Background: an optimization exercise with open tools, aiming at small area. Do not read the settings as production practice. For this run, only the layout was checked, not whether the RTL still works. Power figures rest on the tool's default switching activity, not on a simulated workload.

<file path="flow/run.sh">
#!/bin/bash
# synth_recipe.tcl (not shown) runs the flow's synth.tcl, then flattens the netlist and writes it again
# the make line also repeats each setting of config.mk as NAME=value (left out here)
make -C /OpenROAD-flow-scripts/flow DESIGN_CONFIG=/design/flow/config.mk WORK_HOME=/design/flow/orfs CLKGATE_MAP_FILE= SYNTH_SCRIPT=/design/flow/synth_recipe.tcl finish
</file>
<file path="flow/config.mk">
export PLATFORM = sky130hd
export DESIGN_NAME = resample_interp
export DESIGN_NICKNAME = resample_interp
export VERILOG_FILES = /design/flow/design.v
export SDC_FILE = /design/flow/constraint.sdc
export NUM_CORES = 4
export LEC_CHECK = 0
export CAP_MARGIN = 20
export CORE_MARGIN = 2
export CORE_UTILIZATION = 40
export PLACE_DENSITY = 0.6
export SLEW_MARGIN = 20
</file>
<file path="flow/constraint.sdc">
create_clock -name core_clock -period 6.0 [get_ports {clk}]
set_input_delay 1.2000 -clock core_clock [delete_from_list [all_inputs] [get_ports {clk}]]
set_output_delay 1.2000 -clock core_clock [all_outputs]
set_load 0.01 [all_outputs]
</file>
<file path="flow/design.v">
module resample_interp #(
    parameter int SYM_WIDTH = 1,
    parameter int INT_WIDTH = 1,
    parameter int DEC_WIDTH = 14,
    parameter int MU_WIDTH  = 8,
    parameter int DEPTH     = 8,
    parameter int CNT_WIDTH = 16,
    localparam int DW = SYM_WIDTH + INT_WIDTH + DEC_WIDTH,
    localparam int LW = $clog2(DEPTH) + 1
) (
    input  logic                 clk,
    input  logic                 rst,
    input  logic                 flush,
    input  logic                 in_valid,
    input  logic [DW-1:0]        in_i,
    input  logic [DW-1:0]        in_q,
    input  logic                 mk,
    input  logic [MU_WIDTH-1:0]  mu,
    input  logic                 mode,
    input  logic                 out_ready,
    output logic                 out_valid,
    output logic [DW-1:0]        out_i,
    output logic [DW-1:0]        out_q,
    output logic [LW-1:0]        fifo_level,
    output logic                 overflow,
    output logic [CNT_WIDTH-1:0] sym_cnt
);
    localparam int AW = $clog2(DEPTH);
    localparam int PW = DW + MU_WIDTH + 2;
    localparam logic signed [PW-1:0] HALF = PW'(2 ** (MU_WIDTH - 1));
    logic                  strobe;
    logic signed [DW-1:0]  x_cur_i, x_cur_q;
    logic                  s1_valid;
    logic signed [DW-1:0]  s1_a_i, s1_a_q, s1_b_i, s1_b_q;
    logic [MU_WIDTH-1:0]   s1_mu;
    logic                  s1_mode;
    logic                  s2_valid;
    logic signed [DW:0]    s2_d_i, s2_d_q;
    logic signed [DW-1:0]  s2_a_i, s2_a_q, s2_b_i, s2_b_q;
    logic [MU_WIDTH-1:0]   s2_mu;
    logic                  s2_mode;
    logic                  s3_valid;
    logic signed [PW-1:0]  s3_p_i, s3_p_q;
    logic signed [DW-1:0]  s3_a_i, s3_a_q, s3_b_i, s3_b_q;
    logic                  s3_mode;
    logic signed [PW-1:0]  mu_ext, d_ext_i, d_ext_q;
    logic signed [PW-1:0]  rnd_i, rnd_q;
    logic signed [DW-1:0]  y_i, y_q;
    logic signed [DW-1:0]  mem_i [DEPTH];
    logic signed [DW-1:0]  mem_q [DEPTH];
    logic [AW-1:0]         wr_ptr, rd_ptr;
    logic                  full, pop, wr_ok;
    assign strobe = in_valid && mk;
    always_ff @(posedge clk or posedge rst) begin
        if (rst) begin
            x_cur_i  <= '0;
            x_cur_q  <= '0;
            s1_valid <= 1'b0;
            s1_a_i   <= '0;
            s1_a_q   <= '0;
            s1_b_i   <= '0;
            s1_b_q   <= '0;
            s1_mu    <= '0;
            s1_mode  <= 1'b0;
        end else if (flush) begin
            x_cur_i  <= '0;
            x_cur_q  <= '0;
            s1_valid <= 1'b0;
        end else begin
            s1_valid <= strobe;
            if (in_valid) begin
                x_cur_i <= in_i;
                x_cur_q <= in_q;
            end
            if (strobe) begin
                s1_a_i  <= x_cur_i;
                s1_a_q  <= x_cur_q;
                s1_b_i  <= in_i;
                s1_b_q  <= in_q;
                s1_mu   <= mu;
                s1_mode <= mode;
            end
        end
    end
    always_ff @(posedge clk or posedge rst) begin
        if (rst) begin
            s2_valid <= 1'b0;
            s2_d_i   <= '0;
            s2_d_q   <= '0;
            s2_a_i   <= '0;
            s2_a_q   <= '0;
            s2_b_i   <= '0;
            s2_b_q   <= '0;
            s2_mu    <= '0;
            s2_mode  <= 1'b0;
        end else if (flush) begin
            s2_valid <= 1'b0;
        end else begin
            s2_valid <= s1_valid;
            s2_d_i   <= (DW+1)'(s1_b_i) - (DW+1)'(s1_a_i);
            s2_d_q   <= (DW+1)'(s1_b_q) - (DW+1)'(s1_a_q);
            s2_a_i   <= s1_a_i;
            s2_a_q   <= s1_a_q;
            s2_b_i   <= s1_b_i;
            s2_b_q   <= s1_b_q;
            s2_mu    <= s2_mu == s1_mu ? s2_mu : s1_mu;
            s2_mode  <= s1_mode;
        end
    end
    always_comb begin
        mu_ext  = PW'(s2_mu);
        d_ext_i = PW'(s2_d_i);
        d_ext_q = PW'(s2_d_q);
    end
    always_ff @(posedge clk or posedge rst) begin
        if (rst) begin
            s3_valid <= 1'b0;
            s3_p_i   <= '0;
            s3_p_q   <= '0;
            s3_a_i   <= '0;
            s3_a_q   <= '0;
            s3_b_i   <= '0;
            s3_b_q   <= '0;
            s3_mode  <= 1'b0;
        end else if (flush) begin
            s3_valid <= 1'b0;
        end else begin
            s3_valid <= s2_valid;
            s3_p_i   <= d_ext_i * mu_ext;
            s3_p_q   <= d_ext_q * mu_ext;
            s3_a_i   <= s2_a_i;
            s3_a_q   <= s2_a_q;
            s3_b_i   <= s2_b_i;
            s3_b_q   <= s2_b_q;
            s3_mode  <= s2_mode;
        end
    end
    always_comb begin
        rnd_i = (s3_p_i + HALF) >>> MU_WIDTH;
        rnd_q = (s3_p_q + HALF) >>> MU_WIDTH;
        y_i   = s3_mode ? DW'(rnd_i + PW'(s3_a_i)) : s3_b_i;
        y_q   = s3_mode ? DW'(rnd_q + PW'(s3_a_q)) : s3_b_q;
    end
    assign full      = fifo_level == LW'(DEPTH);
    assign out_valid = fifo_level != '0;
    assign pop       = out_valid && out_ready;
    assign wr_ok     = s3_valid && (!full || pop);
    assign out_i     = out_valid ? mem_i[rd_ptr] : '0;
    assign out_q     = out_valid ? mem_q[rd_ptr] : '0;
    always_ff @(posedge clk) begin
        if (wr_ok) begin
            mem_i[wr_ptr] <= y_i;
            mem_q[wr_ptr] <= y_q;
        end
    end
    always_ff @(posedge clk or posedge rst) begin
        if (rst) begin
            wr_ptr     <= '0;
            rd_ptr     <= '0;
            fifo_level <= '0;
            overflow   <= 1'b0;
            sym_cnt    <= '0;
        end else if (flush) begin
            wr_ptr     <= '0;
            rd_ptr     <= '0;
            fifo_level <= '0;
            overflow   <= 1'b0;
            sym_cnt    <= '0;
        end else begin
            if (wr_ok) begin
                wr_ptr  <= wr_ptr + AW'(1);
                sym_cnt <= sym_cnt + CNT_WIDTH'(1);
            end
            if (pop) begin
                rd_ptr <= rd_ptr + AW'(1);
            end
            case ({wr_ok, pop})
                2'b10:   fifo_level <= fifo_level + LW'(1);
                2'b01:   fifo_level <= fifo_level - LW'(1);
                default: fifo_level <= fifo_level;
            endcase
            if (s3_valid && !wr_ok) begin
                overflow <= 1'b1;
            end
        end
    end
endmodule
</file>
==> results.txt <==
Resized cells post-CTS 0; net switching power of the design slightly above 0.009 W; post-synth design cell area between 0.03 and 0.04 mm^2; level count of the clock H-tree 2; DRT iter0 DRCs about 1300; cell types with the largest area share after synthesis sky130_fd_sc_hd__dfrtp_1 (25%), sky130_fd_sc_hd__edfxtp_1 (22%), sky130_fd_sc_hd__fa_1 (12%); Remaining DRCs 0; number of antenna violations at the first check in global routing 0; end of the worst register-to-register path s3_p_q[23]; Cells after Synth between 3000 and 4000; maximum operating frequency ~180 MHz; TritonCTS clock tree built; Clock Latency Late Sink about 0.63 ns; Setup violations, final 0; Port Buffers 100; worst-case register-to-register setup slack between 0.5 and 0.6 ns; clock group share of total power between 10% and 20%; area leader, netlist sky130_fd_sc_hd__dfrtp_1; portion of synthesized cell area occupied by the leading cell type ~25%; leading cell type in the layout, fill and taps excluded sky130_fd_sc_hd__nand2_1; Crit Path Category reg -> reg; Setup Fix Bufs, Post-CTS 0; ordered list of cells on the worst path buf_4 > nand2_1 > fa_1 > inv_1 > fa_1 > inv_1 > fa_1 > fa_1 > inv_1 > ha_1 > o21ai_0 > nand2b_1 > a41oi_1 > nor3_1 > o2111ai_1 > nand2_1 > a211oi_1 > nor4b_1 > a311o_1; overall power consumption between 0.02 and 0.025 W; standard-cell row count around 110; run status complete, no violations; measured slew at the worst slew-check pin 1.10 ns; commonest non-fill, non-tap cells in the layout sky130_fd_sc_hd__nand2_1 (438), sky130_fd_sc_hd__inv_1 (352), sky130_fd_sc_hd__dfrtp_1 (338); launch instance of the worst register-to-register path s2_mu[0]; net total in the final layout 3507; per-cell via count in the routed design roughly 5; final period utilization between 90% and 100%; Worst Reg-to-Reg Cells 19; overall fraction of global-route tracks in use between 10% and 20%; register area share after synthesis a little under half; library cells used by synthesis between 60 and 70; clock edge transition at the registers on the reported setup and hold paths 0.06 ns; Yosys warning total 1; Cell Int Power approximately 0.013 W; worst hold slack across all endpoints between 0.4 and 0.5 ns; total congestion overflow 0; CP Launch Type register; unrepaired setup endpoints after global routing no; final RePlAce weighted congestion slightly above 0.8; Total Die Area between 0.08 and 0.09 mm^2; CP Data Arrival Time approximately 6.0 ns; endpoint of the worst setup timing path s3_p_q[23]; diodes inserted 0; Relative slew margins 26.9%; pre-CTS setup slack just over 0.5 ns; core outline area 0.0865 mm^2; total power per unit cell area ~570 mW/mm^2; CP most frequent cell sky130_fd_sc_hd__fa_1; shortest clock period the worst path allows after layout 5.49 ns; Clock Skew about 0.019 ns; Critical Path Sink Type register; Combinational Power Share 55.7%; detailed-route via count ~21000; Top FF cell, synth sky130_fd_sc_hd__dfrtp_1; die outline width around 300 um; count of flip-flops with a built-in enable after synthesis between 200 and 300; Async S/R FF share, synth about 57%; sequential share of power around a quarter; P_leak between 15 and 20 nW; slack of the critical path slightly above 0.5 ns; overall routed net length around 76000 um; maximum number of pins on one net before global-route repair 216; share of post-route cells with drive strength above 1 between 10% and 20%; longest individual stage delay on the worst path 0.55 ns; maximum vdd ir drop 354 uV; via count of the first global-routing pass approximately 22000; max capacitance violation total 0; final hold viol count 0; post-synthesis net count between 3000 and 4000; wire per inst approximately 18 um; die extent in y between 200 and 300 um; switching share of power between 40% and 50%; Hold Path Origin s1_valid; Crit-path slowest cell sky130_fd_sc_hd__fa_1; area grow syn2layout 12.9%; final antenna-violating net count 0; worst-case clock buffer depth 3; number of storage elements in the synthesis netlist 597; first-pass GRT wire length between 100000 and 150000 um; worst endpoint required time between 6 and 7 ns; path class of the lowest-slack min-delay path reg -> reg; I/O pins slightly above 100; total CTS buffers 60; CTS root buffer sky130_fd_sc_hd__clkbuf_16; average cell area after synthesis between 10 and 15 um^2; number of buffers inserted for hold repair after clock tree synthesis 0; drt pass-1 iters 5; Total Negative Setup Slacks 0 ns; clk sink count about 600; worst setup path startpoint s2_mu[0]; half-perimeter wire length after detailed placement about 53000 um; Starting Density around 40%; Max Fanout on Critical Path 20; number of max-slew violations in the final report 0
## logic make-up after synthesis
logic type               after synthesis  synth area share [%]
AO/OA/AOI/OAI                        308                  5.27
XOR/XNOR                             145                  3.65
multiplexers                         270                  10.6
AND/OR/NAND/NOR                      850                  11.0
buffers and inverters                497                  5.37
flip-flops                           597                  46.6
adder cells (fa/ha/maj)              364                  17.6
## metal layers
layer | wire length (um) | vias up | global-route usage (%) | part of all wire [%]
met5 | 0 | - | 0 | 0
met4 | 942 | 0 | 2.92 | 1.2
met3 | 2950 | 59 | 2.59 | 3.9
met2 | 34700 | 290 | 27.4 | 46
met1 | 37200 | 10800 | 25.6 | 49
li1 | - | 10200 | - | -
## critical path, delay by kind of cell (launching register included)
family          cells  cell delay (ns)
buf+inv             4             0.47
fa+ha+maj           5             2.30
flops               1             0.52
compound gates      5             1.43
simple gates        5             0.63
## how the worst min path moves through the flow
stage                           end  slack, ns  depth (start not counted)
after global placement     s2_valid       0.44                          1
after detailed placement   s2_valid       0.46                          1
after CTS                  s2_valid       0.47                          1
after floorplan           s1_a_i[0]       0.44                          2
after global routing       s2_valid       0.49                          1
final                      s2_valid       0.46                          1
## synthesized netlist by cell type (9+ instances only)
master / n
sky130_fd_sc_hd__a31oi_1: 9
sky130_fd_sc_hd__nand2_1: 438
sky130_fd_sc_hd__and2_1: 117
sky130_fd_sc_hd__and3_1: 14
sky130_fd_sc_hd__nor2b_1: 9
sky130_fd_sc_hd__xnor2_1: 92
sky130_fd_sc_hd__o21bai_1: 9
sky130_fd_sc_hd__clkbuf_1: 106
sky130_fd_sc_hd__nand3_1: 38
sky130_fd_sc_hd__fa_1: 209
sky130_fd_sc_hd__a21o_1: 18
sky130_fd_sc_hd__edfxtp_1: 256
sky130_fd_sc_hd__a21oi_1: 58
sky130_fd_sc_hd__dfrtp_1: 341
sky130_fd_sc_hd__or3_1: 15
sky130_fd_sc_hd__buf_1: 34
sky130_fd_sc_hd__ha_1: 155
sky130_fd_sc_hd__mux2i_1: 70
sky130_fd_sc_hd__inv_1: 353
sky130_fd_sc_hd__nor2_1: 140
sky130_fd_sc_hd__mux2_2: 136
sky130_fd_sc_hd__nand2b_1: 10
sky130_fd_sc_hd__nor3_1: 31
sky130_fd_sc_hd__nand4_1: 9
sky130_fd_sc_hd__o21ai_0: 152
sky130_fd_sc_hd__o21a_1: 11
sky130_fd_sc_hd__mux4_2: 64
sky130_fd_sc_hd__o31ai_1: 10
sky130_fd_sc_hd__xor2_1: 53
## final cells by class
type,instances,area [um^2]
well taps,1155,1450
clock inverters,31,434
inverters,354,1340
multi-input cells,1937,16800
clock buffers,82,1680
flip-flops and latches,597,16200
repair buffers,146,1410
fillers,7974,47200
## state kept, by name, indices dropped and copies added, names as in the netlist, 17 cells and up
name,cells
s2_d_q,17
mem_i,128
s3_p_i,17
s2_d_i,17
mem_q,128
s3_p_q,17
## power groups by stage
stage / registers, W / logic (W) / clock network, W
floorplan: 0.00553 / 0.00984 / 0
global placement: 0.00604 / 0.0125 / 0
detailed placement: 0.00605 / 0.0126 / 0
CTS: 0.00597 / 0.0127 / 0.00408
global route: 0.00607 / 0.0145 / 0.00424
finish: 0.00596 / 0.0125 / 0.00398
## metrics by stage
step	area [um^2]	utilization, %	std cells
after floorplan	34800	-	3031
after global placement	37200	43.0	4189
after detailed placement	37200	43.0	4189
after CTS	39300	45.5	4302
after global routing	39300	45.5	4302
final	39300	45.5	4302

-- re-timing with driven ports --
No port has a modelled driver above. Below, the same layout with a new extraction and two added sets of constraints. Step 1 sets driving cells, clkbuf_16 on the clock port and buf_2 on the other inputs (assumed; they add their load-dependent delay and slew). Step 2 moves the port delays by t, midway between the first and last clock arrival at a register: inputs arrive t later, outputs are due t later. That takes back most of the time a late clock gives input paths. a / b / c = ideal / step 1 / step 2; a / b = the first two.
shift t [ns]: 0.684
setup slack, ns: 0.511 / 0.511 / 0.511
pins driven straight from the clock port: 1
After both steps setup and hold are still met in this run. The setup slack of this run moves by 0.000 ns with the drivers and by 0.000 ns with both steps.
